What follows belongs to an exercise in optimizing a design on an open flow for small area and a short achievable clock period; a production flow would make more cautious choices. Only simulation tests tie the RTL to the original design; equivalence was not proved. Power and IR drop assume default switching activity.

==> module block_data_memory, before the edit <==
module block_data_memory #(
    parameter int LATENCY    = 5,
    parameter int ADDR_WIDTH = 6,
    parameter int DATA_WIDTH = 32
) (
    input  logic                  CLOCK,
    input  logic                  RESET_N,
    input  logic                  READ,
    input  logic                  WRITE,
    input  logic [ADDR_WIDTH-1:0] ADDRESS,
    input  logic [DATA_WIDTH-1:0] WRITEDATA,
    output logic [DATA_WIDTH-1:0] READDATA,
    output logic                  BUSYWAIT
);
    localparam int DEPTH = 1 << ADDR_WIDTH;    
    localparam int LO_W  = ADDR_WIDTH / 2;     
    localparam int NLO   = 1 << LO_W;          
    localparam int NHI   = 1 << (ADDR_WIDTH - LO_W);
    localparam int NGRP  = DEPTH / 3;          
    logic                  idle_n;       
    logic                  busy_n;       
    logic [LATENCY-1:0]    acc;          
    logic                  clr;          
    logic                  start;        
    logic                  fire;         
    logic [NLO-1:0]        req_lo;       
    logic [NHI-1:0]        req_hi;       
    logic [DATA_WIDTH-1:0] req_data;
    logic                  req_write;
    logic [DATA_WIDTH-1:0] mem [DEPTH];
    logic [DEPTH-1:0]      sel;          
    logic [DATA_WIDTH-1:0] rd_word;
    logic [DATA_WIDTH-1:0] rd_stage;
    assign start = ~idle_n & (READ | WRITE);
    assign fire  = acc[LATENCY-1];
    always_ff @(posedge CLOCK or negedge RESET_N) begin
        if (!RESET_N) begin
            idle_n <= 1'b0;
            busy_n <= 1'b1;
            acc  <= '0;
            clr  <= 1'b1;
        end else begin
            idle_n <= ~((~idle_n & ~(READ | WRITE)) | (busy_n & idle_n));
            busy_n <= ~(start | (~busy_n & ~fire));
            acc  <= {acc[LATENCY-2:0], start};
            clr  <= 1'b0;
        end
    end
    always_ff @(posedge CLOCK or negedge RESET_N) begin
        if (!RESET_N) begin
            req_data <= '0;
        end else if (start) begin
            req_data <= WRITEDATA;
        end
    end
    always_ff @(posedge CLOCK) begin
        if (start) begin
            for (int j = 0; j < NLO; j++) req_lo[j] <= (ADDRESS[LO_W-1:0] == LO_W'(j));
            for (int j = 0; j < NHI; j++) req_hi[j] <= (ADDRESS[ADDR_WIDTH-1:LO_W] == (ADDR_WIDTH-LO_W)'(j));
            req_write <= WRITE;
        end
    end
    always_comb begin
        for (int i = 0; i < DEPTH; i++) begin
            sel[i] = req_hi[i / NLO] & req_lo[i % NLO];
        end
    end
    always_ff @(posedge CLOCK) begin
        for (int i = 0; i < DEPTH; i++) begin
            if (clr || (fire && req_write && sel[i])) begin
                mem[i] <= req_data;
            end
        end
    end
    for (genvar b = 0; b < DATA_WIDTH; b++) begin : g_bit
        logic [NGRP:0] grp_n;            
        logic [5:0]    l1;
        logic [1:0]    l2_n;
        for (genvar g = 0; g < NGRP; g++) begin : g_grp
            bdm_aoi222 u_aoi (
                .s0(sel[3*g]),   .d0(mem[3*g][b]),
                .s1(sel[3*g+1]), .d1(mem[3*g+1][b]),
                .s2(sel[3*g+2]), .d2(mem[3*g+2][b]),
                .y_n(grp_n[g])
            );
        end
        bdm_nand2 u_last (.a(sel[DEPTH-1]), .b(mem[DEPTH-1][b]), .y_n(grp_n[NGRP]));
        bdm_nand4 u_l1_0 (.a(grp_n[0]),  .b(grp_n[1]),  .c(grp_n[2]),  .d(grp_n[3]),  .y_n(l1[0]));
        bdm_nand4 u_l1_1 (.a(grp_n[4]),  .b(grp_n[5]),  .c(grp_n[6]),  .d(grp_n[7]),  .y_n(l1[1]));
        bdm_nand4 u_l1_2 (.a(grp_n[8]),  .b(grp_n[9]),  .c(grp_n[10]), .d(grp_n[11]), .y_n(l1[2]));
        bdm_nand4 u_l1_3 (.a(grp_n[12]), .b(grp_n[13]), .c(grp_n[14]), .d(grp_n[15]), .y_n(l1[3]));
        bdm_nand3 u_l1_4 (.a(grp_n[16]), .b(grp_n[17]), .c(grp_n[18]), .y_n(l1[4]));
        bdm_nand3 u_l1_5 (.a(grp_n[19]), .b(grp_n[20]), .c(grp_n[21]), .y_n(l1[5]));
        bdm_nor3  u_l2_0 (.a(l1[0]), .b(l1[1]), .c(l1[2]), .y_n(l2_n[0]));
        bdm_nor3  u_l2_1 (.a(l1[3]), .b(l1[4]), .c(l1[5]), .y_n(l2_n[1]));
        assign rd_word[b] = ~(l2_n[0] & l2_n[1]);
    end
    always_ff @(posedge CLOCK) begin
        rd_stage <= rd_word;
    end
    always_ff @(posedge CLOCK or negedge RESET_N) begin
        if (!RESET_N) begin
            READDATA <= '0;
        end else if (fire && !req_write) begin
            READDATA <= rd_stage;
        end
    end
    logic bw_req_n;
    bdm_o21ai u_bw_req (.a1(READ),   .a2(WRITE),    .b1(RESET_N), .y_n(bw_req_n));
    bdm_o21ai u_bw_out (.a1(idle_n), .a2(bw_req_n), .b1(busy_n),  .y_n(BUSYWAIT));
endmodule
==> module bdm_o21ai, before the edit <==
module bdm_o21ai (
    input  logic a1, a2, b1,
    output logic y_n
);
    assign y_n = ~((a1 | a2) & b1);
endmodule
export LEC_CHECK = 0
export CAP_MARGIN = 20
export CORE_MARGIN = 2
export CORE_UTILIZATION = 60
export CTS_CLUSTER_DIAMETER = 70
export CTS_CLUSTER_SIZE = 24
export SETUP_SLACK_MARGIN = 3.0
export SLEW_MARGIN = 20
export SYNTH_HIERARCHICAL = 1
create_clock -name core_clock -period 5.5 [get_ports {CLOCK}]
run.sh (not shown) runs the stock make flow with config.mk's settings and CLKGATE_MAP_FILE= SYNTH_SCRIPT=/design/flow/synth_recipe.tcl, a recipe that flattens the netlist after the stock synthesis.
Change:
--- a/flow/design.v
+++ b/flow/design.v
@@ -16,10 +16,10 @@
     localparam int LO_W  = ADDR_WIDTH / 2;     
     localparam int NLO   = 1 << LO_W;          
     localparam int NHI   = 1 << (ADDR_WIDTH - LO_W);
     localparam int NGRP  = DEPTH / 3;          
-    logic                  idle_n;       
-    logic                  busy_n;       
+    logic                  idle;         
+    logic                  busy;         
     logic [LATENCY-1:0]    acc;          
     logic                  clr;          
     logic                  start;        
     logic                  fire;         
@@ -30,19 +30,19 @@
     logic [DATA_WIDTH-1:0] mem [DEPTH];
     logic [DEPTH-1:0]      sel;          
     logic [DATA_WIDTH-1:0] rd_word;
     logic [DATA_WIDTH-1:0] rd_stage;
-    assign start = ~idle_n & (READ | WRITE);
+    assign start = idle & (READ | WRITE);
     assign fire  = acc[LATENCY-1];
     always_ff @(posedge CLOCK or negedge RESET_N) begin
         if (!RESET_N) begin
-            idle_n <= 1'b0;
-            busy_n <= 1'b1;
+            idle <= 1'b1;
+            busy <= 1'b0;
             acc  <= '0;
             clr  <= 1'b1;
         end else begin
-            idle_n <= ~((~idle_n & ~(READ | WRITE)) | (busy_n & idle_n));
-            busy_n <= ~(start | (~busy_n & ~fire));
+            idle <= (idle & ~(READ | WRITE)) | (~busy & ~idle);
+            busy <= start | (busy & ~fire);
             acc  <= {acc[LATENCY-2:0], start};
             clr  <= 1'b0;
         end
     end
@@ -105,10 +105,10 @@
             READDATA <= rd_stage;
         end
     end
     logic bw_req_n;
-    bdm_o21ai u_bw_req (.a1(READ),   .a2(WRITE),    .b1(RESET_N), .y_n(bw_req_n));
-    bdm_o21ai u_bw_out (.a1(idle_n), .a2(bw_req_n), .b1(busy_n),  .y_n(BUSYWAIT));
+    bdm_o211ai u_bw_req (.a1(READ), .a2(WRITE), .b1(RESET_N), .c1(idle), .y_n(bw_req_n));
+    bdm_nand2b u_bw_out (.a_n(busy), .b(bw_req_n), .y(BUSYWAIT));
 endmodule
 module bdm_aoi222 (
     input  logic s0, d0, s1, d1, s2, d2,
     output logic y_n
@@ -138,10 +138,16 @@
     output logic y_n
 );
     assign y_n = ~(a | b | c);
 endmodule
-module bdm_o21ai (
-    input  logic a1, a2, b1,
+module bdm_o211ai (
+    input  logic a1, a2, b1, c1,
     output logic y_n
 );
-    assign y_n = ~((a1 | a2) & b1);
+    assign y_n = ~((a1 | a2) & b1 & c1);
 endmodule
+module bdm_nand2b (
+    input  logic a_n, b,
+    output logic y
+);
+    assign y = ~(~a_n & b);
+endmodule
What happened:
- utilization is lower by 1.1 points
- die area barely changes
- global-route usage shrinks by 1.9 points
- sequential power falls by a quarter to a third
- setup slack gains 0.019 ns
- first-iteration DRC count drops by a few percent
- total power goes down by well over a third
- clock-buffer cell count came out higher by 13
- cell count fell slightly
- combinational power goes down by well over a third
- wire length goes down by a few percent
- via count goes down by a few percent

static timing again, ports no longer ideal:
In the flow no input, the clock included, has a driving cell. The finished layouts below were timed again as built, in two steps. Step 1: set_driving_cell puts a clkbuf_16 on CLOCK and a buf_2 on each other input, an assumption about the parent block. Step 2 adds t to the input delays and takes it off the output delays; t is the mean of the earliest and latest rising clock arrival at the registers after step 1. Input paths then give back, and output paths get back, about the clock's delay inside the block. a / b / c = ideal / step 1 / step 2; a / b = the first two.
| run | shift t [ns] | setup WS [ns] | worst register clock-pin slew, ns | worst data-port slew with drivers (ns) | cell pins on the clock port's net |
|---|---|---|---|---|---|
| the first run | 0.803 | 2.769 / 2.769 / 2.611 | 0.10 / 0.10 | 0.19 | 1 |
| the second run | 0.818 | 2.787 / 2.576 / 2.560 | 0.10 / 0.10 | 0.24 | 1 |
After both steps setup and hold are still met in every run listed. For the second run, which loses most, drivers alone change the setup slack by -0.211 ns; drivers and shift together by -0.227 ns.
